From an optimization exercise on the open Yosys and OpenROAD flow, aimed at small area; shortcuts taken in it are not production practice.
The RTL was checked by simulation tests, not by an equivalence proof against the original design.
No activity file was given, so power comes from the tool's default toggle rates.

[flow/flow/run.sh]
#!/bin/bash
# Standard ORFS layout with two layout-only changes:
#  - port buffers are sky130_fd_sc_hd__buf_1 instead of the default pick
#  - CTS inserts no dummy balancing loads
# Each tool's output stays in orfs/logs; make's own output goes to make.log.
set -euo pipefail
cat >> config.mk <<'CFG'
export BUFFER_PORTS_ARGS = -buffer_cell sky130_fd_sc_hd__buf_1
export CTS_ARGS = -sink_clustering_enable -repair_clock_nets -dont_use_dummy_load -buf_list "sky130_fd_sc_hd__clkbuf_8" -sink_clustering_size 18 -sink_clustering_max_diameter 50
export SKIP_REPAIR_TIE_FANOUT = 1
CFG
bash standard.sh > make.log 2>&1
[flow/standard.sh]
#!/bin/bash
# synth_recipe.tcl (not shown) runs the flow's synth.tcl, then flattens the netlist and writes it again
# the make line also repeats each setting of config.mk as NAME=value (left out here)
make -C /OpenROAD-flow-scripts/flow DESIGN_CONFIG=/design/flow/config.mk WORK_HOME=/design/flow/orfs CLKGATE_MAP_FILE= SYNTH_SCRIPT=/design/flow/synth_recipe.tcl "${@:-finish}"
[flow/config.mk]
export PLATFORM = sky130hd
export DESIGN_NAME = rx_engine_top
export DESIGN_NICKNAME = rx_engine_top
export VERILOG_FILES = /design/flow/design.v
export SDC_FILE = /design/flow/constraint.sdc
export NUM_CORES = 4
export LEC_CHECK = 0
export CAP_MARGIN = 20
export CORE_MARGIN = 2
export CORE_UTILIZATION = 40
export SLEW_MARGIN = 20
export BUFFER_PORTS_ARGS = -buffer_cell sky130_fd_sc_hd__buf_1
export CTS_ARGS = -sink_clustering_enable -repair_clock_nets -dont_use_dummy_load -buf_list "sky130_fd_sc_hd__clkbuf_8" -sink_clustering_size 18 -sink_clustering_max_diameter 50
export SKIP_REPAIR_TIE_FANOUT = 1
[flow/constraint.sdc]
create_clock -name core_clock -period 5.0 [get_ports {clk}]
set_input_delay 1.0000 -clock core_clock [delete_from_list [all_inputs] [get_ports {clk}]]
set_output_delay 1.0000 -clock core_clock [all_outputs]
set_load 0.01 [all_outputs]
[flow/design.v]
package pcie_cq_pkg;
   localparam int cq_data_w = 256;
   localparam int dw_w      = 32;
   localparam int half_w    = cq_data_w / 2;   
   localparam int len_w     = 11;              
   localparam int addr_w    = 11;              
   localparam int type_w    = 4;
   localparam int tc_w      = 3;
   localparam int attr_w    = 3;
   localparam int rid_w     = 16;
   localparam int tag_w     = 8;
   localparam int be_w      = 8;
   localparam logic [type_w-1:0] req_type_rd = 4'd0;   
   localparam logic [type_w-1:0] req_type_wr = 4'd1;   
   localparam int addr_lsb = 2;     
   localparam int len_lsb  = 64;
   localparam int type_lsb = 75;
   localparam int rid_lsb  = 80;
   localparam int tag_lsb  = 96;
   localparam int tc_lsb   = 121;
   localparam int attr_lsb = 124;
   localparam logic [len_w-1:0] head_dw = 11'd4;   
   localparam logic [len_w-1:0] beat_dw = 11'd8;   
   typedef struct packed {
      logic [cq_data_w-1:0] data;
      logic                 last;
      logic [be_w-1:0]      first_be;
   } cq_beat_t;
   typedef struct packed {
      logic [tc_w-1:0]   tc;
      logic [attr_w-1:0] attr;
      logic [len_w-1:0]  len;
      logic [rid_w-1:0]  rid;
      logic [tag_w-1:0]  tag;
      logic [be_w-1:0]   be;
      logic [addr_w-1:0] addr;
   } rd_req_t;
   typedef struct packed {
      logic                 start;   
      logic [len_w-1:0]     len;     
      logic [cq_data_w-1:0] data;
   } wr_evt_t;
   typedef struct packed {
      logic [cq_data_w-1:0] data;
      logic                 last;
   } fifo_word_t;
endpackage
package rx_monitor_pkg;
   localparam int window_cycles_default = 2500;
   localparam int count_w = 32;      
   localparam int hist_depth = 10;   
   typedef logic [hist_depth-1:0][count_w-1:0] tp_hist_t;
endpackage
`timescale 1ns/100ps
module cq_request_decoder (
   input  logic                  clk,
   input  logic                  rst_n,
   input  logic                  cq_valid_i,
   input  pcie_cq_pkg::cq_beat_t cq_beat_i,
   input  logic                  compl_done_i,
   input  logic                  flush_stall_i,
   output logic                  cq_ready_o,
   output logic                  req_compl_o,
   output pcie_cq_pkg::rd_req_t  rd_req_o,
   output logic                  hdr_evt_o,      
   output logic                  dat_evt_o,      
   output logic [pcie_cq_pkg::cq_data_w-1:0] beat_q_o    
);
   logic   ready_q;
   logic   in_pkt_q;    
   logic   wr_pkt_q;    
   logic   drain_q;     
   logic                           sop;
   logic                           take;
   logic [pcie_cq_pkg::type_w-1:0] hdr_type;
   logic [pcie_cq_pkg::len_w-1:0]  hdr_len;
   logic                           hdr_wr;
   logic                           hdr_rd1;
   logic                           rd_block;
   logic                           rd_hit;
   logic                           wr_beat;
   logic [pcie_cq_pkg::cq_data_w-1:0] beat_q;
   logic [pcie_cq_pkg::be_w-1:0]      be_q;
   assign sop      = cq_valid_i && !in_pkt_q;
   assign hdr_type = cq_beat_i.data[pcie_cq_pkg::type_lsb +: pcie_cq_pkg::type_w];
   assign hdr_len  = cq_beat_i.data[pcie_cq_pkg::len_lsb +: pcie_cq_pkg::len_w];
   assign hdr_wr   = hdr_type == pcie_cq_pkg::req_type_wr;
   assign hdr_rd1  = (hdr_type == pcie_cq_pkg::req_type_rd) &&
                     (hdr_len == pcie_cq_pkg::len_w'(1));     
   assign rd_block   = sop && hdr_rd1 && (hdr_evt_o || dat_evt_o || drain_q);
   assign cq_ready_o = ready_q && !flush_stall_i && !rd_block;
   assign take       = cq_valid_i && cq_ready_o;
   assign rd_hit     = take && sop && hdr_rd1;
   assign wr_beat    = take && (sop ? hdr_wr : wr_pkt_q);
   always_ff @(posedge clk) begin
      if (!rst_n) begin
         in_pkt_q <= 1'b0;
         wr_pkt_q <= 1'b0;
      end else if (take) begin
         in_pkt_q <= !cq_beat_i.last;
         wr_pkt_q <= !cq_beat_i.last && (sop ? hdr_wr : wr_pkt_q);
      end
   end
   always_ff @(posedge clk) begin
      if (!rst_n) begin
         ready_q     <= 1'b1;
         req_compl_o <= 1'b0;
      end else if (!req_compl_o) begin
         ready_q     <= !rd_hit;                
         req_compl_o <= rd_hit;
      end else if (compl_done_i) begin
         req_compl_o <= 1'b0;                   
      end
   end
   localparam logic [pcie_cq_pkg::cq_data_w-1:0] rd_fields =
      ({{(pcie_cq_pkg::cq_data_w-pcie_cq_pkg::addr_w){1'b0}}, {pcie_cq_pkg::addr_w{1'b1}}} << pcie_cq_pkg::addr_lsb) |
      ({{(pcie_cq_pkg::cq_data_w-pcie_cq_pkg::rid_w){1'b0}},  {pcie_cq_pkg::rid_w{1'b1}}}  << pcie_cq_pkg::rid_lsb)  |
      ({{(pcie_cq_pkg::cq_data_w-pcie_cq_pkg::tag_w){1'b0}},  {pcie_cq_pkg::tag_w{1'b1}}}  << pcie_cq_pkg::tag_lsb)  |
      ({{(pcie_cq_pkg::cq_data_w-pcie_cq_pkg::tc_w){1'b0}},   {pcie_cq_pkg::tc_w{1'b1}}}   << pcie_cq_pkg::tc_lsb)   |
      ({{(pcie_cq_pkg::cq_data_w-pcie_cq_pkg::attr_w){1'b0}}, {pcie_cq_pkg::attr_w{1'b1}}} << pcie_cq_pkg::attr_lsb);
   for (genvar i = 0; i < pcie_cq_pkg::cq_data_w; i++) begin : g_beat
      if (rd_fields[i]) begin : g_held
         always_ff @(posedge clk) begin
            if (ready_q) beat_q[i] <= cq_beat_i.data[i];
         end
      end else begin : g_free
         always_ff @(posedge clk) begin
            beat_q[i] <= cq_beat_i.data[i];
         end
      end
   end
   always_ff @(posedge clk) begin
      if (ready_q) be_q <= cq_beat_i.first_be;
   end
   assign beat_q_o = beat_q;
   assign rd_req_o.tc   = beat_q[pcie_cq_pkg::tc_lsb +: pcie_cq_pkg::tc_w];
   assign rd_req_o.attr = beat_q[pcie_cq_pkg::attr_lsb +: pcie_cq_pkg::attr_w];
   assign rd_req_o.len  = pcie_cq_pkg::len_w'(1);
   assign rd_req_o.rid  = beat_q[pcie_cq_pkg::rid_lsb +: pcie_cq_pkg::rid_w];
   assign rd_req_o.tag  = beat_q[pcie_cq_pkg::tag_lsb +: pcie_cq_pkg::tag_w];
   assign rd_req_o.be   = be_q;
   assign rd_req_o.addr = beat_q[pcie_cq_pkg::addr_lsb +: pcie_cq_pkg::addr_w];
   always_ff @(posedge clk) begin
      if (!rst_n) begin
         hdr_evt_o <= 1'b0;
         dat_evt_o <= 1'b0;
         drain_q   <= 1'b0;
      end else begin
         hdr_evt_o <= wr_beat && sop;
         dat_evt_o <= wr_beat && !sop;
         drain_q   <= flush_stall_i;   
      end
   end
endmodule
`timescale 1ns/100ps
module cq_write_packer (
   input  logic                    clk,
   input  logic                    rst_n,
   input  logic                    hdr_evt_i,    
   input  logic                    dat_evt_i,    
   input  logic [pcie_cq_pkg::cq_data_w-1:0] beat_i,
   output logic                    fifo_we_o,
   output pcie_cq_pkg::fifo_word_t fifo_word_o,
   output logic                    flush_stall_o
);
   localparam int n_dw = pcie_cq_pkg::half_w / pcie_cq_pkg::dw_w;   
   logic [pcie_cq_pkg::len_w-1:0]  rem_q;     
   logic [pcie_cq_pkg::half_w-1:0] hold_q;    
   logic [pcie_cq_pkg::cq_data_w-1:0] word_q;   
   logic [pcie_cq_pkg::len_w-1:0]  len;
   logic                           dat_evt;
   logic                           rem_nz;
   logic                           short_pkt;
   logic                           rem_gt_beat;
   logic                           rem_ends;
   logic                           flush_now;
   logic [pcie_cq_pkg::half_w-1:0] upper;
   logic [pcie_cq_pkg::half_w-1:0] lower;
   logic [n_dw-1:0]                hdr_dw;    
   logic [n_dw-1:0]                hold_dw;   
   logic [n_dw-1:0]                low_dw;    
   assign upper = beat_i[pcie_cq_pkg::cq_data_w-1 -: pcie_cq_pkg::half_w];
   assign lower = beat_i[pcie_cq_pkg::half_w-1:0];
   assign len   = beat_i[pcie_cq_pkg::len_lsb +: pcie_cq_pkg::len_w];
   assign rem_nz      = rem_q != '0;
   assign dat_evt     = dat_evt_i && rem_nz;
   assign short_pkt   = len <= pcie_cq_pkg::head_dw;   
   assign rem_gt_beat = rem_q > pcie_cq_pkg::beat_dw;
   assign rem_ends    = rem_gt_beat &&
                        (rem_q <= pcie_cq_pkg::beat_dw + pcie_cq_pkg::head_dw);
   assign flush_now   = rem_nz && (rem_q <= pcie_cq_pkg::head_dw);
   assign flush_stall_o = dat_evt && rem_ends;
   always_ff @(posedge clk) begin
      if (!rst_n) begin
         rem_q     <= '0;
         fifo_we_o <= 1'b0;
      end else begin
         fifo_we_o <= 1'b0;
         if (hdr_evt_i) begin
            fifo_we_o <= short_pkt;
            rem_q     <= short_pkt ? '0 : len;
         end else if (dat_evt) begin
            fifo_we_o <= 1'b1;
            rem_q     <= rem_gt_beat ? rem_q - pcie_cq_pkg::beat_dw : '0;
         end else if (flush_now) begin
            fifo_we_o <= 1'b1;                  
            rem_q     <= '0;
         end
      end
   end
   always_ff @(posedge clk) begin
      if (hdr_evt_i || dat_evt_i) hold_q <= upper;
   end
   for (genvar j = 0; j < n_dw; j++) begin : g_sel
      assign hdr_dw[j]  = hdr_evt_i && (len > j);
      assign hold_dw[j] = !hdr_evt_i && (rem_q > j);
      assign low_dw[j]  = dat_evt_i && (rem_q > j + n_dw);
   end
   always_ff @(posedge clk) begin
      for (int j = 0; j < n_dw; j++) begin
         word_q[j*pcie_cq_pkg::dw_w +: pcie_cq_pkg::dw_w] <=
            ({pcie_cq_pkg::dw_w{hdr_dw[j]}}  & upper[j*pcie_cq_pkg::dw_w +: pcie_cq_pkg::dw_w]) |
            ({pcie_cq_pkg::dw_w{hold_dw[j]}} & hold_q[j*pcie_cq_pkg::dw_w +: pcie_cq_pkg::dw_w]);
         word_q[pcie_cq_pkg::half_w + j*pcie_cq_pkg::dw_w +: pcie_cq_pkg::dw_w] <=
            {pcie_cq_pkg::dw_w{low_dw[j]}} & lower[j*pcie_cq_pkg::dw_w +: pcie_cq_pkg::dw_w];
      end
   end
   assign fifo_word_o = {word_q, !rem_nz};
endmodule
`timescale 1ns/100ps
module throughput_monitor #(
   parameter int window_cycles = rx_monitor_pkg::window_cycles_default
) (
   input  logic                     clk,
   input  logic                     rst_n,
   input  logic                     clear_i,
   input  logic                     sample_en_i,
   input  logic                     fifo_we_i,
   output rx_monitor_pkg::tp_hist_t tp_hist_o
);
   localparam int cnt_w = 12;
   localparam int win_w = 12;
   function automatic logic [win_w-1:0] lfsr_next(input logic [win_w-1:0] s);
      lfsr_next = {s[win_w-2:0], ~(s[11] ^ s[10] ^ s[9] ^ s[3])};
   endfunction
   function automatic logic [win_w-1:0] lfsr_at(input int n);
      logic [win_w-1:0] s;
      s = '0;
      for (int i = 0; i < n; i++) s = lfsr_next(s);
      lfsr_at = s;
   endfunction
   localparam logic [win_w-1:0] win_last = lfsr_at(window_cycles - 1);
   logic [win_w-1:0] win_q;   
   logic [cnt_w-1:0] cnt_q;   
   logic             wrap;
   assign wrap = win_q == win_last;
   always_ff @(posedge clk) begin
      if (!rst_n) begin
         win_q <= '0;
      end else if (clear_i) begin
         win_q <= '0;
      end else if (wrap) begin
         win_q <= '0;
      end else begin
         win_q <= lfsr_next(win_q);
      end
   end
   always_ff @(posedge clk) begin
      if (!rst_n) begin
         cnt_q <= '0;
      end else if (clear_i) begin
         cnt_q <= '0;
      end else if (wrap) begin
         cnt_q <= {{(cnt_w-1){1'b0}}, fifo_we_i};
      end else if (fifo_we_i) begin
         cnt_q <= cnt_q + 1'b1;
      end
   end
   logic [rx_monitor_pkg::hist_depth*cnt_w-1:0] hist_q;
   logic hist_shift;
   logic hist_keep;
   assign hist_shift = rst_n && !clear_i && wrap && sample_en_i;
   assign hist_keep  = rst_n && !clear_i && !(wrap && sample_en_i);
   always_ff @(posedge clk) begin
      hist_q <= ({(rx_monitor_pkg::hist_depth*cnt_w){hist_shift}} &
                 {hist_q[(rx_monitor_pkg::hist_depth-1)*cnt_w-1:0], cnt_q}) |    
                ({(rx_monitor_pkg::hist_depth*cnt_w){hist_keep}} & hist_q);
   end
   logic [rx_monitor_pkg::hist_depth*rx_monitor_pkg::count_w-1:0] hist_flat;
   for (genvar i = 0; i < rx_monitor_pkg::hist_depth; i++) begin : g_hist
      assign hist_flat[i*rx_monitor_pkg::count_w +: rx_monitor_pkg::count_w] =
         rx_monitor_pkg::count_w'(hist_q[i*cnt_w +: cnt_w]);
   end
   assign tp_hist_o = hist_flat;
endmodule
`timescale 1ns/100ps
module rx_engine_top #(
   parameter int window_cycles = rx_monitor_pkg::window_cycles_default
) (
   input  logic                     clk,
   input  logic                     rst_n,
   input  logic                     cq_valid_i,
   input  pcie_cq_pkg::cq_beat_t    cq_beat_i,
   input  logic                     compl_done_i,
   input  logic                     tp_clear_i,
   input  logic                     tp_sample_en_i,
   output logic                     cq_ready_o,
   output logic                     req_compl_o,
   output pcie_cq_pkg::rd_req_t     rd_req_o,
   output logic                     fifo_we_o,
   output pcie_cq_pkg::fifo_word_t  fifo_word_o,
   output rx_monitor_pkg::tp_hist_t tp_hist_o
);
   logic                 hdr_evt;
   logic                 dat_evt;
   logic [pcie_cq_pkg::cq_data_w-1:0] beat_q;
   logic                 flush_stall;    
   cq_request_decoder u_decoder (
      .clk            (clk),
      .rst_n          (rst_n),
      .cq_valid_i     (cq_valid_i),
      .cq_beat_i      (cq_beat_i),
      .compl_done_i   (compl_done_i),
      .flush_stall_i  (flush_stall),
      .cq_ready_o     (cq_ready_o),
      .req_compl_o    (req_compl_o),
      .rd_req_o       (rd_req_o),
      .hdr_evt_o      (hdr_evt),
      .dat_evt_o      (dat_evt),
      .beat_q_o       (beat_q)
   );
   cq_write_packer u_packer (
      .clk            (clk),
      .rst_n          (rst_n),
      .hdr_evt_i      (hdr_evt),
      .dat_evt_i      (dat_evt),
      .beat_i         (beat_q),
      .fifo_we_o      (fifo_we_o),
      .fifo_word_o    (fifo_word_o),
      .flush_stall_o  (flush_stall)
   );
   throughput_monitor #(
      .window_cycles (window_cycles)
   ) u_monitor (
      .clk         (clk),
      .rst_n       (rst_n),
      .clear_i     (tp_clear_i),
      .sample_en_i (tp_sample_en_i),
      .fifo_we_i   (fifo_we_o),
      .tp_hist_o   (tp_hist_o)
   );
endmodule
==> reports/summary.log, run 1 <==
qor: logic_synthesis.synth_most_common_cell sky130_fd_sc_hd__dfxtp_1
qor: logic_synthesis.synth_async_sr_flop_share 0%
qor: logic_synthesis.syn_area_cell 14.2 um2
qor: logic_synthesis.synth_top_area_share 51.4%
qor: logic_synthesis.yosys-top-cells-area sky130_fd_sc_hd__dfxtp_1 51%, sky130_fd_sc_hd__edfxtp_1 22%, sky130_fd_sc_hd__a22o_1 8.8%, sky130_fd_sc_hd__buf_4 7.7%, sky130_fd_sc_hd__and2_1 3.4%
qor: logic_synthesis.synth_cells 1737
qor: logic_synthesis.synth_top_flop_cell sky130_fd_sc_hd__dfxtp_1
qor: floorplanning.starting_utilization_of_the_core_area 40.3%
qor: run_status.run_status stopped before the end
qor: logic_synthesis.ys_seq_elements 811
qor: floorplanning.rows 91
qor: logic_synthesis.synth_enable_flop_cells 177
qor: logic_synthesis.yosysUniqueCellTypes 67
qor: logic_synthesis.cell_area_after_synthesis 24700 um2
qor: logic_synthesis.synth_commonest_cells 634 x sky130_fd_sc_hd__dfxtp_1, 255 x sky130_fd_sc_hd__buf_4, 249 x sky130_fd_sc_hd__a22o_1
qor: logic_synthesis.ys_warn_count 3
qor: floorplanning.die_width 253 um
qor: run_status.last-stage-reached I/O pin placement (3_2_place_iop)
qor: logic_synthesis.synth.yosys.seq_area_share 72.9%
qor: run_status.run.stop_error [ERROR PPL-0024] Number of IO pins (911) exceeds maximum number of available positions (910). Increase the die perimeter from 1010.10um to 1238.96um.
qor: logic_synthesis.synthDominantAreaCellType sky130_fd_sc_hd__dfxtp_1
qor: floorplanning.floorplan.die.height 253 um
==> cell families after synthesis <==
family / after synthesis / synth area share [%]
simple gates: 261 / 6.40
buf+inv: 337 / 9.35
xor+xnor: 11 / 0.390
fa+ha+maj: 5 / 0.253
other cells: 2 / 0.0304
mux: 1 / 0.0405
compound gates: 309 / 10.6
flops: 811 / 72.9
==> inputs of run 2 (changes only) <==
--- a/flow/flow/run.sh
+++ b/flow/flow/run.sh
@@ -7,6 +7,5 @@
 cat >> config.mk <<'CFG'
 export BUFFER_PORTS_ARGS = -buffer_cell sky130_fd_sc_hd__buf_1
 export CTS_ARGS = -sink_clustering_enable -repair_clock_nets -dont_use_dummy_load -buf_list "sky130_fd_sc_hd__clkbuf_8" -sink_clustering_size 18 -sink_clustering_max_diameter 50
-export SKIP_REPAIR_TIE_FANOUT = 1
 CFG
 bash standard.sh > make.log 2>&1
--- a/flow/config.mk
+++ b/flow/config.mk
@@ -11,4 +11,3 @@
 export SLEW_MARGIN = 20
 export BUFFER_PORTS_ARGS = -buffer_cell sky130_fd_sc_hd__buf_1
 export CTS_ARGS = -sink_clustering_enable -repair_clock_nets -dont_use_dummy_load -buf_list "sky130_fd_sc_hd__clkbuf_8" -sink_clustering_size 18 -sink_clustering_max_diameter 50
-export SKIP_REPAIR_TIE_FANOUT = 1
==> reports/summary.log, run 2 <==
qor: logic_synthesis.synthDominantAreaCellType sky130_fd_sc_hd__dfxtp_1
qor: logic_synthesis.synth_top_flop_cell sky130_fd_sc_hd__dfxtp_1
qor: floorplanning.die_width 253 um [unchanged]
qor: logic_synthesis.synth_most_common_cell sky130_fd_sc_hd__dfxtp_1
qor: run_status.last-stage-reached I/O pin placement (3_2_place_iop)
qor: logic_synthesis.synth_async_sr_flop_share 0% [unchanged]
qor: logic_synthesis.synth_commonest_cells 634 x sky130_fd_sc_hd__dfxtp_1, 255 x sky130_fd_sc_hd__buf_4, 249 x sky130_fd_sc_hd__a22o_1
qor: logic_synthesis.synth_simple_gate_area_share 6.40% [unchanged]
qor: logic_synthesis.synthMuxAreaShare 0.0405% [unchanged]
qor: run_status.run.stop_error [ERROR PPL-0024] Number of IO pins (911) exceeds maximum number of available positions (910). Increase the die perimeter from 1010.10um to 1238.96um.
qor: logic_synthesis.synth_xor_area_share 0.390% [unchanged]
qor: logic_synthesis.synth-compound-area-share 10.6% [unchanged]
qor: floorplanning.rows 91 [unchanged]
qor: logic_synthesis.synth_enable_flop_cells 177 [unchanged]
qor: run_status.run_status stopped before the end
qor: floorplanning.starting_utilization_of_the_core_area 40.3% [unchanged]
qor: logic_synthesis.ys_warn_count 3 [unchanged]
qor: logic_synthesis.yosys-top-cells-area sky130_fd_sc_hd__dfxtp_1 51%, sky130_fd_sc_hd__edfxtp_1 22%, sky130_fd_sc_hd__a22o_1 8.8%, sky130_fd_sc_hd__buf_4 7.7%, sky130_fd_sc_hd__and2_1 3.4%
qor: logic_synthesis.cell_area_after_synthesis 24700 um2 [unchanged]
qor: logic_synthesis.dominant_combinational_cell_family_by_area_after_synthesis compound AO/OA/AOI/OAI gates
qor: logic_synthesis.synth.yosys.seq_area_share 72.9% [unchanged]
qor: logic_synthesis.ys_seq_elements 811 [unchanged]
qor: floorplanning.floorplan.die.height 253 um [unchanged]
qor: logic_synthesis.synth_top_area_share 51.4% [unchanged]
qor: logic_synthesis.yosysUniqueCellTypes 67 [unchanged]
qor: logic_synthesis.synth_area_in_adders 0.253% [unchanged]
qor: logic_synthesis.synth_cells 1737 [unchanged]
qor: logic_synthesis.syn_area_cell 14.2 um2 [unchanged]
run 2: cell counts after synthesis:
No cell type changed its count.
run 2: cells by family after synthesis:
| group | Yosys count |
|---|---|
| other cells | 2 |
| mux | 1 |
| simple gates | 261 |
| buf+inv | 337 |
| flops | 811 |
| compound gates | 309 |
| fa+ha+maj | 5 |
| xor+xnor | 11 |
==> inputs of run 3 (changes only) <==
--- a/flow/config.mk
+++ b/flow/config.mk
@@ -6,8 +6,8 @@
 export NUM_CORES = 4
 export LEC_CHECK = 0
 export CAP_MARGIN = 20
-export CORE_MARGIN = 2
-export CORE_UTILIZATION = 40
+export CORE_AREA = 2.5 2.5 317.5 317.5
+export DIE_AREA = 0 0 320 320
 export SLEW_MARGIN = 20
 export BUFFER_PORTS_ARGS = -buffer_cell sky130_fd_sc_hd__buf_1
 export CTS_ARGS = -sink_clustering_enable -repair_clock_nets -dont_use_dummy_load -buf_list "sky130_fd_sc_hd__clkbuf_8" -sink_clustering_size 18 -sink_clustering_max_diameter 50
==> reports/summary.log, run 3 <==
qor: run_status.run_status no timing/DRC/antenna violations
qor: drt.ant_nets 0
qor: global_routing.antenna_found_initial 11
qor: final_layout.final_layout_size_suffix_gt1_share 5.35%
qor: sta.hold_viol 0
qor: final_layout.most-common-layout-cells 699 x sky130_fd_sc_hd__buf_1, 633 x sky130_fd_sc_hd__dfxtp_1, 249 x sky130_fd_sc_hd__a22o_1
qor: logic_synthesis.yosys-top-cells-area sky130_fd_sc_hd__dfxtp_1 51%, sky130_fd_sc_hd__edfxtp_1 22%, sky130_fd_sc_hd__a22o_1 8.8%, sky130_fd_sc_hd__buf_4 7.7%, sky130_fd_sc_hd__and2_1 3.4%
qor: critical_path.worstSetupPathType reg2out
qor: critical_path.r2r_path_end u_monitor.hist_q[25]
qor: drt.via_count_of_the_routed_design 14500
qor: drt.detail_route.iter0.violations 813
qor: critical_path.worst_setup_path_end_kind output port
qor: floorplanning.floorplan.die.height 320 um [+27%]
qor: global_routing.globalRouteOverflowTotal 0
qor: floorplanning.fp.dieArea 102000 um2
qor: min_path.hold_path_depth 1
qor: critical_path.reg2reg_setup_slack 2.26 ns
qor: sta.timing.final.max_slew_violations 0
qor: clock_tree.clkTransAtPathRegs 0.11 ns
qor: logic_synthesis.yosysUniqueCellTypes 67 [unchanged]
qor: clock_tree.clock_sinks 811
qor: sta.timing.clock.skew 0.105 ns
qor: logic_synthesis.synth_enable_flop_cells 177 [unchanged]
qor: logic_synthesis.synth_async_sr_flop_share 0% [unchanged]
qor: flow_run.timing.max_cap.violations 0
qor: final_layout.area_growth 16.5%
qor: critical_path.crit_arrival 2.83 ns
qor: logic_synthesis.ys_warn_count 3 [unchanged]
qor: sta.tightest_slew 0.922 ns
qor: drt.via_per_inst 3.91
qor: sta.layout_worst_path_cycle_share 76.6%
qor: sta.max_slew_headroom_at_the_worst_pin 38.0%
qor: logic_synthesis.syn_area_cell 14.2 um2 [unchanged]
qor: logic_synthesis.ys_seq_elements 811 [unchanged]
qor: placed_design.globalplace.congestion 0.778
qor: global_routing.via_count_of_the_first_global_routing_pass 14100
qor: critical_path.crit_required 4.00 ns
qor: floorplanning.io_pins 911
qor: final_layout.layout.cells.most_common sky130_fd_sc_hd__buf_1
qor: critical_path.reg2reg_depth 7
qor: clock_tree.cts-root-buf sky130_fd_sc_hd__clkbuf_8
qor: clock_tree.post_cts.resized_instances 0
qor: critical_path.critical_path.max_fanout 8
qor: placed_design.io_buffer_count 699
qor: logic_synthesis.synth_top_area_share 51.4% [unchanged]
qor: sta.max_freq 0.261 GHz
qor: global_routing.grt_start_max_net_pins 121
qor: final_layout.filler_cell_count 10200
qor: sta.final_period_demand_of_the_worst_path 3.83 ns
qor: logic_synthesis.synth_top_flop_cell sky130_fd_sc_hd__dfxtp_1
qor: floorplanning.starting_utilization_of_the_core_area 25.1% [-15 points]
qor: final_layout.multi_input_area 5260 um2
qor: drt.drt-total-wl 63.0 mm
qor: drt.m1WireLength 25.5 mm
qor: floorplanning.placeableCoreArea 98400 um2
qor: sta.total_negative_setup_slack 0 ns
qor: sta.grt_setup_unrepaired false
qor: clock_tree.cts_tree built
qor: critical_path.worst_setup_path_start_kind flip-flop
qor: floorplanning.rows 115 [+26%]
qor: min_path.hp-start cq_beat_i[34]
qor: final_layout.layout.nets 2691
qor: pwr.static-leakage-power 10.7 nW
qor: sta.timing.final.setup_violations 0
qor: drt.drc 0
qor: drt.routedWlPerCell 17.0 um
qor: logic_synthesis.synth_commonest_cells 634 x sky130_fd_sc_hd__dfxtp_1, 255 x sky130_fd_sc_hd__buf_4, 249 x sky130_fd_sc_hd__a22o_1
qor: logic_synthesis.synth_most_common_cell sky130_fd_sc_hd__dfxtp_1
qor: drt.dr.pass1.iters 5
qor: floorplanning.die_width 320 um [+27%]
qor: placed_design.total_half_perimeter_wirelength_after_legalization_and_detailed_placement 46.1 mm
qor: final_layout.combined_flip_flop_and_latch_cell_area 18000 um2
qor: pwr.power_density 370 nW/um2
qor: placed_design.place_worst_setup_slack 1.25 ns
qor: drt.route.met2.wl 29.7 mm
qor: critical_path.critical_path.reg2reg.startpoint u_monitor.win_q[10]
qor: clock_tree.cts-htree-levels 3
qor: min_path.worstHoldPathType in2reg
qor: clock_tree.buffer_depth_of_the_longest_clock_path 3
qor: logic_synthesis.synth.yosys.seq_area_share 72.9% [unchanged]
qor: clock_tree.cts_buffers 78
qor: global_routing.grt_util_all_layers 11.6%
qor: global_routing.grt_first_pass_wirelength 89.6 mm
qor: logic_synthesis.synthDominantAreaCellType sky130_fd_sc_hd__dfxtp_1
qor: final_layout.reg_top3 u_decoder.beat_q: 256 flops, u_packer.word_q: 256 flops, u_packer.hold_q: 128 flops
qor: sta.final_critical_path_setup_slack 1.17 ns
qor: logic_synthesis.synth_cells 1737 [unchanged]
qor: clock_tree.postCtsSetupRepairBufs 0
qor: min_path.min_to u_decoder.beat_q[25]
qor: logic_synthesis.cell_area_after_synthesis 24700 um2 [unchanged]
qor: drt.maxUsedRoutingLayer met5
qor: pwr.peakVddDrop 0.000277 V
qor: clock_tree.post_cts_hold_buffer_count 0
qor: drt.dr_wl_met3 5.67 mm
qor: clock_tree.worst_skew_pair_later_pin_latency 0.71 ns
[run 3: cell counts after synthesis]
No cell type changed its count.
[run 3: cell type report]
cell class / count / area share [%]
tap: 1287 / 5.59
clock buffer: 78 / 3.73
sequential: 811 / 62.5
timing repair buffer: 718 / 9.74
antenna: 4 / 0.0348
inverter: 8 / 0.104
multi-input combinational: 798 / 18.3
[run 3: how the worst max path moves through the flow]
stage	startpoint	end	slack, ns	cells past startpoint
final	u_packer.rem_q[3]	cq_ready_o	1.17	7
after global routing	u_packer.rem_q[3]	cq_ready_o	0.97	7
after CTS	u_packer.rem_q[3]	cq_ready_o	1.04	7
after detailed placement	cq_valid_i	cq_ready_o	1.25	6
after global placement	cq_beat_i[84]	cq_ready_o	1.23	6
after floorplan	u_decoder.ready_q	cq_ready_o	2.09	2
[run 3: worst max-delay path: stages (launching register included)]
cell and delay [ns]:
sky130_fd_sc_hd__dfxtp_1 0.48, sky130_fd_sc_hd__inv_1 0.13, sky130_fd_sc_hd__ha_1 0.28, sky130_fd_sc_hd__nand2b_1 0.18, sky130_fd_sc_hd__a311o_1 0.39, sky130_fd_sc_hd__o31a_1 0.37
sky130_fd_sc_hd__and2_4 0.20, sky130_fd_sc_hd__buf_1 0.16
[run 3: through the flow]
| stage | utilization, % | total power [mW] | cells | hold WS, ns | cell area, um2 |
|---|---|---|---|---|---|
| final | 29.3 | 10.7 | 3704 | 0.369 | 28800 |
| after global routing | 29.2 | 11.1 | 3700 | 0.274 | 28800 |
| after CTS | 29.2 | 10.9 | 3700 | 0.239 | 28800 |
| after detailed placement | 28.2 | 7.42 | 3622 | 0.411 | 27700 |
| after global placement | 28.2 | 7.42 | 3622 | 0.407 | 27700 |
| after floorplan | - | 7.36 | 1946 | 0.406 | 25500 |
[run 3: kinds of logic after synthesis]
family | share of synthesized area (%)
AOI/OAI and AO/OA | 10.6
xor gates and xnor gates | 0.390
adders and majority gates | 0.253
buffers and inverters | 9.35
DFF | 72.9
muxes | 0.0405
other | 0.0304
and+or+nand+nor | 6.40
[run 3: metal layers]
metal,up-vias,global-route usage (%)
met3,118,4.41
li1,6942,-
met5,-,0
met4,12,4.53
met1,6786,13.6
met2,634,19.1
[run 3: power breakdown]
| part | internal, mW | switching [mW] |
|---|---|---|
| Clock | 1.39 | 2.00 |
| Sequential | 6.84 | 0.0742 |
| Combinational | 0.112 | 0.248 |
==> inputs of run 4 (changes only) <==
--- a/flow/flow/run.sh
+++ b/flow/flow/run.sh
@@ -7,5 +7,6 @@
 cat >> config.mk <<'CFG'
 export BUFFER_PORTS_ARGS = -buffer_cell sky130_fd_sc_hd__buf_1
 export CTS_ARGS = -sink_clustering_enable -repair_clock_nets -dont_use_dummy_load -buf_list "sky130_fd_sc_hd__clkbuf_8" -sink_clustering_size 18 -sink_clustering_max_diameter 50
+export SKIP_REPAIR_TIE_FANOUT = 1
 CFG
 bash standard.sh > make.log 2>&1
--- a/flow/config.mk
+++ b/flow/config.mk
@@ -8,6 +8,8 @@
 export CAP_MARGIN = 20
 export CORE_AREA = 2.5 2.5 317.5 317.5
 export DIE_AREA = 0 0 320 320
+export PLACE_DENSITY = 0.8
 export SLEW_MARGIN = 20
 export BUFFER_PORTS_ARGS = -buffer_cell sky130_fd_sc_hd__buf_1
 export CTS_ARGS = -sink_clustering_enable -repair_clock_nets -dont_use_dummy_load -buf_list "sky130_fd_sc_hd__clkbuf_8" -sink_clustering_size 18 -sink_clustering_max_diameter 50
+export SKIP_REPAIR_TIE_FANOUT = 1
==> reports/summary.log, run 4 <==
qor: floorplanning.starting_utilization_of_the_core_area 25.1% [unchanged]
qor: final_layout.area_growth 12.8%
qor: sta.hold_viol 0 [unchanged]
qor: clock_tree.cts_buffers 72 [-7.7%]
qor: clock_tree.cts-htree-levels 3 [unchanged]
qor: drt.drc 0 [unchanged]
qor: clock_tree.worst_skew_pair_later_pin_latency 0.71 ns [about the same]
qor: sta.timing.final.max_slew_violations 0 [unchanged]
qor: clock_tree.clkTransAtPathRegs 0.10 ns [about the same]
qor: sta.layout_worst_path_cycle_share 77.2% [+0.66 points]
qor: min_path.hp-start cq_beat_i[200]
qor: placed_design.place_worst_setup_slack 1.03 ns [-0.220 ns]
qor: final_layout.layout.nets 2476 [-8.0%]
qor: logic_synthesis.ys_warn_count 3 [unchanged]
qor: logic_synthesis.synth.yosys.seq_area_share 72.9% [unchanged]
qor: clock_tree.post_cts.resized_instances 0 [unchanged]
qor: placed_design.total_half_perimeter_wirelength_after_legalization_and_detailed_placement 44.5 mm [-3.5%]
qor: logic_synthesis.synth_most_common_cell sky130_fd_sc_hd__dfxtp_1
qor: pwr.static-leakage-power 9.99 nW [-6.8%]
qor: logic_synthesis.cell_area_after_synthesis 24700 um2 [unchanged]
qor: global_routing.grt_first_pass_wirelength 86.8 mm [-3.1%]
qor: pwr.peakVddDrop 0.000375 V [+35%]
qor: sta.total_negative_setup_slack 0 ns [unchanged]
qor: critical_path.reg2reg_setup_slack 2.09 ns [-0.17 ns]
qor: logic_synthesis.ys_seq_elements 811 [unchanged]
qor: sta.timing.clock.skew 0.117 ns [+0.0116 ns]
qor: floorplanning.die_width 320 um [unchanged]
qor: critical_path.critical_path.reg2reg.startpoint u_monitor.win_q[10]
qor: final_layout.layout.cells.most_common sky130_fd_sc_hd__buf_1
qor: sta.final_critical_path_setup_slack 1.14 ns [-0.0328 ns]
qor: critical_path.setup.worst_path.start cq_beat_i[84]
qor: global_routing.grt_util_all_layers 11.2% [-0.41 points]
qor: drt.ant_nets 0 [unchanged]
qor: logic_synthesis.synthDominantAreaCellType sky130_fd_sc_hd__dfxtp_1
qor: sta.max_slew_headroom_at_the_worst_pin 44.9% [+7.0 points]
qor: logic_synthesis.synth_async_sr_flop_share 0% [unchanged]
qor: drt.detail_route.iter0.violations 903 [+11%]
qor: pwr.seqPwrFrac 65.9% [+1.1 points]
qor: critical_path.crit_required 4.00 ns [about the same]
qor: final_layout.reg_top3 u_decoder.beat_q: 256 flops, u_packer.word_q: 256 flops, u_packer.hold_q: 128 flops
qor: clock_tree.cts-root-buf sky130_fd_sc_hd__clkbuf_8
qor: floorplanning.placeableCoreArea 98400 um2 [unchanged]
qor: logic_synthesis.synth_top_flop_cell sky130_fd_sc_hd__dfxtp_1
qor: clock_tree.cts_tree built
qor: global_routing.antenna_found_initial 7 [-4]
qor: sta.grt_setup_unrepaired false
qor: logic_synthesis.synth_top_area_share 51.4% [unchanged]
qor: pwr.clkPwrFrac 30.7% [-1.1 points]
qor: critical_path.worstSetupPathType in2out
qor: critical_path.worst_setup_path_start_kind input pin
qor: placed_design.place.detailed.instances 3413 [-5.8%]
qor: drt.dr.pass1.iters 7 [+2]
qor: floorplanning.rows 115 [unchanged]
qor: placed_design.globalplace.congestion 0.821 [+5.5%]
qor: drt.via_count_of_the_routed_design 14400 [-0.66%]
qor: critical_path.r2r_path_end u_monitor.hist_q[57]
qor: sta.tightest_slew 0.818 ns [-0.103 ns]
qor: logic_synthesis.synth_enable_flop_cells 177 [unchanged]
qor: global_routing.grt_start_max_net_pins 211 [+74%]
qor: pwr.total_switching_power 2.27 mW [-2.6%]
qor: drt.routedWlPerCell 17.3 um [+2.0%]
qor: critical_path.worst_setup_path_end_kind output port
qor: run_status.run_status no timing/DRC/antenna violations
qor: pwr.comb_power_share 3.4% [about the same]
qor: drt.via_per_inst 4.13 [+5.5%]
qor: final_layout.most-common-layout-cells 699 x sky130_fd_sc_hd__buf_1, 633 x sky130_fd_sc_hd__dfxtp_1, 249 x sky130_fd_sc_hd__a22o_1
qor: flow_run.timing.max_cap.violations 0 [unchanged]
qor: clock_tree.clock_sinks 811 [unchanged]
qor: critical_path.crit_arrival 2.86 ns [+0.03 ns]
qor: sta.final_period_demand_of_the_worst_path 3.86 ns [+0.0328 ns]
qor: final_layout.finished_layout_cells 3486 [-5.9%]
qor: logic_synthesis.synth_commonest_cells 634 x sky130_fd_sc_hd__dfxtp_1, 255 x sky130_fd_sc_hd__buf_4, 249 x sky130_fd_sc_hd__a22o_1
qor: sta.timing.final.setup_violations 0 [unchanged]
qor: logic_synthesis.yosysUniqueCellTypes 67 [unchanged]
qor: global_routing.globalRouteOverflowTotal 0 [unchanged]
qor: floorplanning.fp.dieArea 102000 um2 [unchanged]
qor: floorplanning.io_pins 911 [unchanged]
qor: clock_tree.buffer_depth_of_the_longest_clock_path 3 [unchanged]
qor: drt.drt-total-wl 60.5 mm [-4.0%]
qor: critical_path.critical_path.max_fanout 4 [-4]
qor: min_path.hold_path_depth 1 [unchanged]
qor: min_path.min_to u_decoder.beat_q[191]
qor: critical_path.reg2reg_depth 7 [unchanged]
qor: sta.max_freq 0.259 GHz [-0.85%]
qor: pwr.switching_part_of_the_total_power 21.6% [-0.23 points]
qor: pwr.internal_power 8.23 mW [-1.2%]
qor: placed_design.io_buffer_count 699 [unchanged]
qor: clock_tree.postCtsSetupRepairBufs 0 [unchanged]
qor: pwr.power_density 377 nW/um2 [+1.7%]
qor: final_layout.final_layout_size_suffix_gt1_share 5.55% [+0.20 points]
qor: floorplanning.floorplan.die.height 320 um [unchanged]
qor: clock_tree.post_cts_hold_buffer_count 0 [unchanged]
qor: logic_synthesis.synth_cells 1737 [unchanged]
qor: min_path.worstHoldPathType in2reg
qor: logic_synthesis.syn_area_cell 14.2 um2 [unchanged]
qor: logic_synthesis.yosys-top-cells-area sky130_fd_sc_hd__dfxtp_1 51%, sky130_fd_sc_hd__edfxtp_1 22%, sky130_fd_sc_hd__a22o_1 8.8%, sky130_fd_sc_hd__buf_4 7.7%, sky130_fd_sc_hd__and2_1 3.4%
qor: global_routing.via_count_of_the_first_global_routing_pass 14200 [+0.75%]
[run 4: how the worst max path moves through the flow]
stage                  to  slack, ns
3_5_place_dp   cq_ready_o       1.03
4_1_cts        cq_ready_o       1.02
2_1_floorplan  cq_ready_o       2.09
6_report       cq_ready_o       1.14
3_3_place_gp   cq_ready_o       1.01
5_1_grt        cq_ready_o       0.93
[run 4: stage by stage]
stage	hold WS, ns	cell area (um2)	utilization, %	power (mW)
after global placement	0.406	26900	27.3	7.41
final	0.373	27900	28.3	10.5
after floorplan	0.406	24700	-	7.36
after CTS	0.252	27900	28.3	10.7
after detailed placement	0.410	26900	27.3	7.43
after global routing	0.288	27900	28.3	10.9
[run 4: layer usage]
metal	vias up	share of wire [%]	global-route usage, %	wire length [um]
li1	6709	-	-	-
met1	6824	40	13.1	24100
met2	730	47	18.4	28600
met3	133	8.3	3.44	5000
met4	0	4.7	5.84	2820
met5	-	0	0	0
[run 4: power by group through the flow]
stage / Sequential [mW] / Combinational (mW) / Clock (mW)
final: 6.92 / 0.356 / 3.22
after global routing: 6.94 / 0.390 / 3.57
after CTS: 6.92 / 0.358 / 3.37
after detailed placement: 7.07 / 0.356 / 0
after global placement: 7.06 / 0.351 / 0
after floorplan: 7.05 / 0.314 / 0
[run 4: final cells by class]
type / instances / area [um2]
Tap cell: 1287 / 1610
Sequential cell: 811 / 18000
Inverter: 8 / 30.0
Multi-Input combinational cell: 589 / 4450
Timing Repair Buffer: 718 / 2780
Fill cell: 9920 / 70500
Antenna cell: 1 / 2.50
Clock buffer: 72 / 991
[run 4: worst max-delay path, stage by stage]
cell                      delay (ns)
sky130_fd_sc_hd__buf_1          0.28
sky130_fd_sc_hd__nor4_1         0.36
sky130_fd_sc_hd__and4b_1        0.50
sky130_fd_sc_hd__nand4_1        0.24
sky130_fd_sc_hd__and2_4         0.25
sky130_fd_sc_hd__buf_1          0.20
[run 4: cell families (layout without fill, tap and decap cells)]
family / count (synthesis) / after routing / synth area share, %
AOI/OAI and AO/OA: 309 / 309 / 10.6
xor gates and xnor gates: 11 / 11 / 0.390
adders and majority gates: 5 / 5 / 0.253
buffers and inverters: 337 / 798 / 9.35
DFF: 811 / 811 / 72.9
muxes: 1 / 1 / 0.0405
other: 2 / 3 / 0.0304
and+or+nand+nor: 261 / 261 / 6.40
==> inputs of run 5 (changes only) <==
--- a/flow/config.mk
+++ b/flow/config.mk
@@ -8,7 +8,6 @@
 export CAP_MARGIN = 20
 export CORE_AREA = 2.5 2.5 317.5 317.5
 export DIE_AREA = 0 0 320 320
-export PLACE_DENSITY = 0.8
 export SLEW_MARGIN = 20
 export BUFFER_PORTS_ARGS = -buffer_cell sky130_fd_sc_hd__buf_1
 export CTS_ARGS = -sink_clustering_enable -repair_clock_nets -dont_use_dummy_load -buf_list "sky130_fd_sc_hd__clkbuf_8" -sink_clustering_size 18 -sink_clustering_max_diameter 50
==> reports/summary.log, run 5 <==
qor: run_status.run_status no timing/DRC/antenna violations
qor: clock_tree.cts-htree-levels 3 [unchanged]
qor: logic_synthesis.synth_enable_flop_cells 177 [unchanged]
qor: logic_synthesis.synth_cells 1737 [unchanged]
qor: logic_synthesis.synthDominantAreaCellType sky130_fd_sc_hd__dfxtp_1
qor: critical_path.worst_setup_path_end_kind output port
qor: floorplanning.rows 115 [unchanged]
qor: clock_tree.cts_tree built
qor: clock_tree.post_cts.resized_instances 0 [unchanged]
qor: sta.worst_hold_slack 0.372 ns [-0.00115 ns]
qor: critical_path.r2r_path_end u_packer.word_q[90]
qor: logic_synthesis.synth_commonest_cells 634 x sky130_fd_sc_hd__dfxtp_1, 255 x sky130_fd_sc_hd__buf_4, 249 x sky130_fd_sc_hd__a22o_1
qor: drt.ant_nets 0 [unchanged]
qor: final_layout.design_area 28000 um2 [+0.54%]
qor: critical_path.timing.critical_path.to cq_ready_o
qor: floorplanning.io_pins 911 [unchanged]
qor: pwr.power_density 380 nW/um2 [+0.94%]
qor: logic_synthesis.synth_most_common_cell sky130_fd_sc_hd__dfxtp_1
qor: pwr.total_switching_power 2.32 mW [+2.2%]
qor: final_layout.layout.cells.most_common sky130_fd_sc_hd__buf_1
qor: sta.max_slew_headroom_at_the_worst_pin 39.6% [-5.4 points]
qor: critical_path.critical_path.max_fanout 8 [+4]
qor: logic_synthesis.yosys-top-cells-area sky130_fd_sc_hd__dfxtp_1 51%, sky130_fd_sc_hd__edfxtp_1 22%, sky130_fd_sc_hd__a22o_1 8.8%, sky130_fd_sc_hd__buf_4 7.7%, sky130_fd_sc_hd__and2_1 3.4%
qor: sta.hold_viol 0 [unchanged]
qor: placed_design.place_worst_setup_slack 1.21 ns [+0.187 ns]
qor: pwr.static-leakage-power 10.1 nW [+0.67%]
qor: floorplanning.die_width 320 um [unchanged]
qor: floorplanning.placeableCoreArea 98400 um2 [unchanged]
qor: sta.final_critical_path_setup_slack 1.18 ns [+0.0364 ns]
qor: placed_design.place.detailed.instances 3414 [+0.029%]
qor: drt.route.met2.wl 27.8 mm [-2.5%]
qor: critical_path.worst_setup_path_start_kind flip-flop
qor: logic_synthesis.synth_async_sr_flop_share 0% [unchanged]
qor: pwr.internal_power 8.34 mW [+1.3%]
qor: final_layout.finished_layout_cells 3495 [+0.26%]
qor: drt.drt-total-wl 59.6 mm [-1.5%]
qor: placed_design.placed_area 26900 um2 [+0.14%]
qor: critical_path.reg2reg_setup_slack 2.46 ns [+0.37 ns]
qor: clock_tree.buffer_depth_of_the_longest_clock_path 3 [unchanged]
qor: logic_synthesis.ys_warn_count 3 [unchanged]
qor: clock_tree.clkTransAtPathRegs 0.10 ns [about the same]
qor: drt.via_per_inst 4.02 [-2.6%]
qor: pwr.design_power_total 10.7 mW [+1.5%]
qor: sta.tightest_slew 0.906 ns [+0.0881 ns]
qor: clock_tree.cts_buffers 78 [+8.3%]
qor: floorplanning.fp.dieArea 102000 um2 [unchanged]
qor: global_routing.globalRouteOverflowTotal 0 [unchanged]
qor: final_layout.layout.nets 2484 [+0.32%]
qor: logic_synthesis.yosysUniqueCellTypes 67 [unchanged]
qor: pwr.switching_part_of_the_total_power 21.7% [+0.15 points]
qor: clock_tree.postCtsSetupRepairBufs 0 [unchanged]
qor: flow_run.timing.max_cap.violations 0 [unchanged]
qor: critical_path.crit_arrival 2.82 ns [-0.04 ns]
qor: sta.timing.final.max_slew_violations 0 [unchanged]
qor: min_path.worstHoldPathType in2reg
qor: sta.timing.clock.skew 0.105 ns [-0.0116 ns]
qor: drt.via_count_of_the_routed_design 14100 [-2.4%]
qor: floorplanning.floorplan.die.height 320 um [unchanged]
qor: critical_path.setup.worst_path.start u_packer.rem_q[3]
qor: clock_tree.worst_skew_pair_later_pin_latency 0.71 ns [about the same]
qor: logic_synthesis.synth.yosys.seq_area_share 72.9% [unchanged]
qor: drt.detail_route.iter0.violations 752 [-17%]
qor: clock_tree.clock_sinks 811 [unchanged]
qor: drt.routedWlPerCell 17.0 um [-1.7%]
qor: critical_path.crit_required 4.00 ns [about the same]
qor: placed_design.io_buffer_count 699 [unchanged]
qor: logic_synthesis.synth_top_flop_cell sky130_fd_sc_hd__dfxtp_1
qor: critical_path.reg2reg_depth 8 [+1]
qor: global_routing.via_count_of_the_first_global_routing_pass 13900 [-2.0%]
qor: drt.drc 0 [unchanged]
qor: final_layout.most-common-layout-cells 699 x sky130_fd_sc_hd__buf_1, 633 x sky130_fd_sc_hd__dfxtp_1, 249 x sky130_fd_sc_hd__a22o_1
qor: drt.m1WireLength 24.1 mm [+0.23%]
qor: placed_design.total_half_perimeter_wirelength_after_legalization_and_detailed_placement 42.8 mm [-3.8%]
qor: sta.timing.final.setup_violations 0 [unchanged]
qor: logic_synthesis.cell_area_after_synthesis 24700 um2 [unchanged]
qor: final_layout.layout.core_utilization 28.5% [+0.15 points]
qor: pwr.clkPwrFrac 31.8% [+1.1 points]
qor: pwr.comb_power_share 3.4% [about the same]
qor: drt.maxUsedRoutingLayer met5
qor: sta.total_negative_setup_slack 0 ns [unchanged]
qor: logic_synthesis.ys_seq_elements 811 [unchanged]
qor: global_routing.antenna_found_initial 5 [-2]
qor: sta.grt_setup_unrepaired false
qor: sta.max_freq 0.261 GHz [+0.95%]
qor: critical_path.critical_path.reg2reg.startpoint u_packer.rem_q[4]
qor: critical_path.worstSetupPathType reg2out
qor: pwr.seqPwrFrac 64.9% [-1.0 points]
qor: logic_synthesis.synth_top_area_share 51.4% [unchanged]
qor: sta.layout_worst_path_cycle_share 76.5% [-0.73 points]
qor: final_layout.area_growth 13.4%
qor: clock_tree.post_cts_hold_buffer_count 0 [unchanged]
qor: logic_synthesis.syn_area_cell 14.2 um2 [unchanged]
qor: final_layout.final_layout_size_suffix_gt1_share 5.89% [+0.34 points]
qor: floorplanning.starting_utilization_of_the_core_area 25.1% [unchanged]
qor: global_routing.grt_first_pass_wirelength 86.0 mm [-0.91%]
qor: clock_tree.cts-root-buf sky130_fd_sc_hd__clkbuf_8
qor: pwr.peakVddDrop 0.000278 V [-26%]
qor: placed_design.globalplace.congestion 0.760 [-7.5%]
qor: global_routing.grt_util_all_layers 11.0% [-0.16 points]
qor: drt.dr.pass1.iters 5 [-2]
qor: final_layout.reg_top3 u_decoder.beat_q: 256 flops, u_packer.word_q: 256 flops, u_packer.hold_q: 128 flops
qor: global_routing.grt_start_max_net_pins 211 [unchanged]
qor: sta.final_period_demand_of_the_worst_path 3.82 ns [-0.0364 ns]
qor: drt.dr_wl_met3 5.54 mm [+11%]
[run 5: logic make-up (layout without fill, tap and decap cells)]
logic type / Yosys count / in the layout / share of synthesized area, %
adder cells (fa/ha/maj): 5 / 5 / 0.253
other: 2 / 4 / 0.0304
multiplexers: 1 / 1 / 0.0405
AND/OR/NAND/NOR: 261 / 261 / 6.40
AO/OA/AOI/OAI: 309 / 309 / 10.6
XOR/XNOR: 11 / 11 / 0.390
flip-flops: 811 / 811 / 72.9
buffers and inverters: 337 / 806 / 9.35
[run 5: power groups by stage]
stage | Combinational, mW | Sequential (mW) | Clock (mW)
after global placement | 0.356 | 7.06 | 0
after global routing | 0.396 | 6.93 | 3.77
final | 0.359 | 6.91 | 3.39
after floorplan | 0.314 | 7.05 | 0
after CTS | 0.361 | 6.91 | 3.58
after detailed placement | 0.359 | 7.06 | 0
[run 5: worst min-delay path by stage]
stage | startpoint | end | slack [ns] | cells after the start
final | cq_beat_i[142] | u_decoder.beat_q[133] | 0.37 | 1
after global routing | cq_beat_i[211] | u_decoder.beat_q[202] | 0.28 | 1
after CTS | cq_beat_i[142] | u_decoder.beat_q[133] | 0.24 | 1
after detailed placement | u_decoder.beat_q[36] | u_packer.word_q[164] | 0.41 | 1
after global placement | u_decoder.beat_q[75] | u_packer.word_q[203] | 0.41 | 1
after floorplan | u_decoder.beat_q[105] | u_packer.word_q[233] | 0.41 | 1
[run 5: final cells by class]
type                    count  area, um2
well taps                1287       1610
inverters                   8       30.0
clock buffers              78       1070
multi-input cells         589       4460
repair buffers            720       2840
diodes                      2       5.00
flip-flops and latches    811      18000
fillers                 10200      70400
[run 5: worst max-delay path, stage by stage (launching register included)]
cell and delay [ns]:
sky130_fd_sc_hd__dfxtp_1 0.48, sky130_fd_sc_hd__inv_1 0.14, sky130_fd_sc_hd__ha_1 0.28, sky130_fd_sc_hd__nand2b_1 0.18, sky130_fd_sc_hd__a311o_1 0.38, sky130_fd_sc_hd__o31a_1 0.37, sky130_fd_sc_hd__and2_4 0.20, sky130_fd_sc_hd__buf_1 0.17
[run 5: layer usage]
layer,vias up,global-route usage [%]
li1,6725,-
met5,-,0
met4,2,4.68
met1,6624,12.8
met2,588,18.0
met3,117,4.37
==> inputs of run 6 (changes only) <==
--- a/flow/flow/run.sh
+++ b/flow/flow/run.sh
@@ -6,7 +6,7 @@
 set -euo pipefail
 cat >> config.mk <<'CFG'
 export BUFFER_PORTS_ARGS = -buffer_cell sky130_fd_sc_hd__buf_1
-export CTS_ARGS = -sink_clustering_enable -repair_clock_nets -dont_use_dummy_load -buf_list "sky130_fd_sc_hd__clkbuf_8" -sink_clustering_size 18 -sink_clustering_max_diameter 50
+export CTS_ARGS = -sink_clustering_enable -repair_clock_nets -dont_use_dummy_load -buf_list "sky130_fd_sc_hd__clkbuf_4" -sink_clustering_size 10 -sink_clustering_max_diameter 40
 export SKIP_REPAIR_TIE_FANOUT = 1
 CFG
 bash standard.sh > make.log 2>&1
--- a/flow/config.mk
+++ b/flow/config.mk
@@ -10,5 +10,5 @@
 export DIE_AREA = 0 0 320 320
 export SLEW_MARGIN = 20
 export BUFFER_PORTS_ARGS = -buffer_cell sky130_fd_sc_hd__buf_1
-export CTS_ARGS = -sink_clustering_enable -repair_clock_nets -dont_use_dummy_load -buf_list "sky130_fd_sc_hd__clkbuf_8" -sink_clustering_size 18 -sink_clustering_max_diameter 50
+export CTS_ARGS = -sink_clustering_enable -repair_clock_nets -dont_use_dummy_load -buf_list "sky130_fd_sc_hd__clkbuf_4" -sink_clustering_size 10 -sink_clustering_max_diameter 40
 export SKIP_REPAIR_TIE_FANOUT = 1
==> reports/summary.log, run 6 <==
qor: final_layout.final_layout_size_suffix_gt1_share 6.88% [+0.98 points]
qor: global_routing.grt_first_pass_wirelength 89.8 mm [+4.3%]
qor: drt.dr.pass1.iters 5 [unchanged]
qor: clock_tree.clkTransAtPathRegs 0.10 ns [about the same]
qor: placed_design.io_buffer_count 699 [unchanged]
qor: final_layout.most-common-layout-cells 699 x sky130_fd_sc_hd__buf_1, 633 x sky130_fd_sc_hd__dfxtp_1, 249 x sky130_fd_sc_hd__a22o_1
qor: sta.total_negative_setup_slack 0 ns [unchanged]
qor: sta.tightest_slew 0.886 ns [-0.0207 ns]
qor: drt.ant_nets 0 [unchanged]
qor: critical_path.worst_setup_path_start_kind flip-flop
qor: final_layout.layout.nets 2648 [+6.6%]
qor: pwr.static-leakage-power 10.6 nW [+4.9%]
qor: global_routing.via_count_of_the_first_global_routing_pass 14800 [+6.4%]
qor: clock_tree.cts-htree-levels 3 [unchanged]
qor: critical_path.critical_path.max_fanout 6 [-2]
qor: critical_path.worstSetupPathType reg2out
qor: pwr.comb_power_share 4.3% [+0.9 points]
qor: logic_synthesis.ys_seq_elements 811 [unchanged]
qor: clock_tree.post_cts.resized_instances 0 [unchanged]
qor: sta.grt_setup_unrepaired false
qor: floorplanning.placeableCoreArea 98400 um2 [unchanged]
qor: final_layout.design_area 29100 um2 [+3.9%]
qor: floorplanning.die_width 320 um [unchanged]
qor: pwr.clkPwrFrac 29.2% [-2.6 points]
qor: clock_tree.cts_buffers 111 [+42%]
qor: floorplanning.floorplan.die.height 320 um [unchanged]
qor: drt.detail_route.iter0.violations 615 [-18%]
qor: final_layout.layout.cells.most_common sky130_fd_sc_hd__buf_1
qor: pwr.power_density 357 nW/um2 [-6.2%]
qor: critical_path.crit_arrival 3.07 ns [+0.25 ns]
qor: clock_tree.worst_skew_pair_later_pin_latency 0.97 ns [+0.26 ns]
qor: placed_design.placed_area 26900 um2 [unchanged]
qor: logic_synthesis.syn_area_cell 14.2 um2 [unchanged]
qor: floorplanning.rows 115 [unchanged]
qor: final_layout.area_growth 17.8%
qor: drt.via_count_of_the_routed_design 14800 [+5.3%]
qor: logic_synthesis.synth_async_sr_flop_share 0% [unchanged]
qor: global_routing.grt_start_max_net_pins 211 [unchanged]
qor: placed_design.total_half_perimeter_wirelength_after_legalization_and_detailed_placement 42.8 mm [unchanged]
qor: logic_synthesis.yosysUniqueCellTypes 67 [unchanged]
qor: floorplanning.starting_utilization_of_the_core_area 25.1% [unchanged]
qor: floorplanning.fp.dieArea 102000 um2 [unchanged]
qor: logic_synthesis.cell_area_after_synthesis 24700 um2 [unchanged]
qor: pwr.seqPwrFrac 66.5% [+1.6 points]
qor: logic_synthesis.synth.yosys.seq_area_share 72.9% [unchanged]
qor: pwr.internal_power 8.02 mW [-3.8%]
qor: final_layout.filler_cell_count 10100 [-1.1%]
qor: clock_tree.clock_sinks 811 [unchanged]
qor: drt.routedWlPerCell 16.8 um [-1.4%]
qor: sta.final_period_demand_of_the_worst_path 4.07 ns [+0.244 ns]
qor: clock_tree.cts-root-buf sky130_fd_sc_hd__clkbuf_4
qor: logic_synthesis.synth_top_flop_cell sky130_fd_sc_hd__dfxtp_1
qor: pwr.peakVddDrop 0.000263 V [-5.6%]
qor: run_status.run_status no timing/DRC/antenna violations
qor: sta.max_freq 0.246 GHz [-6.0%]
qor: pwr.switching_part_of_the_total_power 22.7% [+0.97 points]
qor: min_path.worstHoldPathType in2reg
qor: drt.drc 0 [unchanged]
qor: flow_run.timing.max_cap.violations 0 [unchanged]
qor: logic_synthesis.synth_most_common_cell sky130_fd_sc_hd__dfxtp_1
qor: drt.drt-total-wl 61.6 mm [+3.4%]
qor: global_routing.grt_util_all_layers 11.4% [+0.39 points]
qor: global_routing.antenna_found_initial 8 [+3]
qor: logic_synthesis.synth_top_area_share 51.4% [unchanged]
qor: sta.layout_worst_path_cycle_share 81.4% [+4.9 points]
qor: critical_path.crit_required 4.00 ns [about the same]
qor: sta.max_slew_headroom_at_the_worst_pin 40.4% [+0.83 points]
qor: sta.hold_viol 0 [unchanged]
qor: sta.timing.final.max_slew_violations 0 [unchanged]
qor: clock_tree.buffer_depth_of_the_longest_clock_path 3 [unchanged]
qor: placed_design.globalplace.congestion 0.760 [unchanged]
qor: clock_tree.cts_tree built
qor: logic_synthesis.synthDominantAreaCellType sky130_fd_sc_hd__dfxtp_1
qor: sta.timing.clock.skew 0.111 ns [+0.00553 ns]
qor: logic_synthesis.yosys-top-cells-area sky130_fd_sc_hd__dfxtp_1 51%, sky130_fd_sc_hd__edfxtp_1 22%, sky130_fd_sc_hd__a22o_1 8.8%, sky130_fd_sc_hd__buf_4 7.7%, sky130_fd_sc_hd__and2_1 3.4%
qor: sta.timing.final.setup_violations 0 [unchanged]
qor: logic_synthesis.ys_warn_count 3 [unchanged]
qor: logic_synthesis.synth_enable_flop_cells 177 [unchanged]
qor: floorplanning.io_pins 911 [unchanged]
qor: logic_synthesis.synth_commonest_cells 634 x sky130_fd_sc_hd__dfxtp_1, 255 x sky130_fd_sc_hd__buf_4, 249 x sky130_fd_sc_hd__a22o_1
qor: final_layout.reg_top3 u_decoder.beat_q: 256 flops, u_packer.word_q: 256 flops, u_packer.hold_q: 128 flops
qor: global_routing.globalRouteOverflowTotal 0 [unchanged]
qor: pwr.total_switching_power 2.36 mW [+1.8%]
qor: critical_path.worst_setup_path_end_kind output port
qor: logic_synthesis.synth_cells 1737 [unchanged]
qor: drt.via_per_inst 4.04 [+0.43%]
==> run 6: logic make-up (layout without fill, tap and decap cells) <==
logic type | Yosys count | in the layout | synth area share (%)
buffers and inverters | 337 | 970 | 9.35
adder cells (fa/ha/maj) | 5 | 5 | 0.253
XOR/XNOR | 11 | 11 | 0.390
other | 2 | 9 | 0.0304
flip-flops | 811 | 811 | 72.9
AND/OR/NAND/NOR | 261 | 261 | 6.40
multiplexers | 1 | 1 | 0.0405
AO/OA/AOI/OAI | 309 | 309 | 10.6
==> run 6: timing repair <==
action                     CTS  global route
buffers inserted             0             0
hold buffers               131             0
hold endpoints to repair   131             0
setup endpoints to repair    0             0
==> run 6: power groups by stage <==
stage | Clock [mW] | Sequential, mW | Combinational, mW
2_1_floorplan | 0 | 7.05 | 0.314
3_3_place_gp | 0 | 7.06 | 0.356
3_5_place_dp | 0 | 7.06 | 0.359
4_1_cts | 3.20 | 6.91 | 0.444
5_1_grt | 3.45 | 6.93 | 0.486
6_report | 3.03 | 6.91 | 0.445
==> run 6: area by class of cell <==
type / count / area [um2] / area share (%)
well taps: 1287 / 1610 / 5.53
diodes: 7 / 17.5 / 0.0602
clock buffers: 111 / 833 / 2.86
flip-flops and latches: 811 / 18000 / 61.9
inverters: 8 / 30.0 / 0.103
repair buffers: 851 / 4150 / 14.3
multi-input cells: 589 / 4460 / 15.3
==> run 6: final timing paths <==
kind              cells after the start                 start  slack (ns)                    end
hold reg to reg                       1  u_packer.hold_q[118]        0.37   u_packer.word_q[118]
setup / recovery                      7     u_packer.rem_q[4]        0.93             cq_ready_o
setup reg to reg                      8     u_packer.rem_q[4]        2.42    u_packer.word_q[80]
hold / removal                        1        cq_beat_i[115]        0.16  u_decoder.beat_q[106]
==> run 6: metrics by stage <==
step           hold slack (ns)  worst slack [ns]  instances  power [mW]  utilization [%]
3_5_place_dp             0.410              1.21       3414        7.42             27.4
5_1_grt                -0.0123             0.619       3664        10.9             29.6
3_3_place_gp             0.408              1.20       3414        7.41             27.4
2_1_floorplan            0.406              2.09       1737        7.36                -
4_1_cts              0.0000573             0.755       3656        10.6             29.5
6_report                 0.155             0.931       3664        10.4             29.6
==> run 6: critical path, cell delays in order (launching register included) <==
cell	delay (ns)
sky130_fd_sc_hd__dfxtp_1	0.46
sky130_fd_sc_hd__inv_1	0.15
sky130_fd_sc_hd__ha_1	0.26
sky130_fd_sc_hd__nand2b_1	0.18
sky130_fd_sc_hd__a311o_1	0.37
sky130_fd_sc_hd__o31a_1	0.36
sky130_fd_sc_hd__and2_4	0.19
sky130_fd_sc_hd__buf_1	0.16
==> run 6: routing by layer <==
metal / wire length (um) / vias to the layer above / track usage (%)
li1: - / 7085 / -
met1: 24700 / 6968 / 13.1
met2: 29000 / 605 / 18.9
met3: 5690 / 137 / 4.84
met4: 2110 / 4 / 4.37
met5: 27 / - / 0

## re-timing with driven ports
No port has a modelled driver above. Below, the same layouts with a new extraction and two added sets of constraints. Step 1 sets driving cells, clkbuf_16 on the clock port and buf_2 on the other inputs (assumed; they add their load-dependent delay and slew). Step 2 moves the port delays by t, midway between the first and last clock arrival at a register: inputs arrive t later, outputs are due t later. That takes back most of the time a late clock gives input paths. Slacks: ideal ports / drivers / drivers and shift; pairs: ideal ports / drivers.
run	shift t [ns]	slack for setup (ns)	worst register clock-pin slew, ns	cell pins on the clock port's net
run 3	0.717	1.172 / 1.110 / 1.215	0.11 / 0.11	1
run 4	0.701	1.139 / 1.086 / 1.118	0.10 / 0.10	1
run 5	0.713	1.175 / 1.119 / 1.208	0.11 / 0.11	1
run 6	0.953	0.931 / 0.876 / 1.085	0.11 / 0.11	1
After both steps setup and hold are still met in every run listed. For run 4, which loses most, drivers alone change the setup slack by -0.053 ns; drivers and shift together by -0.021 ns.
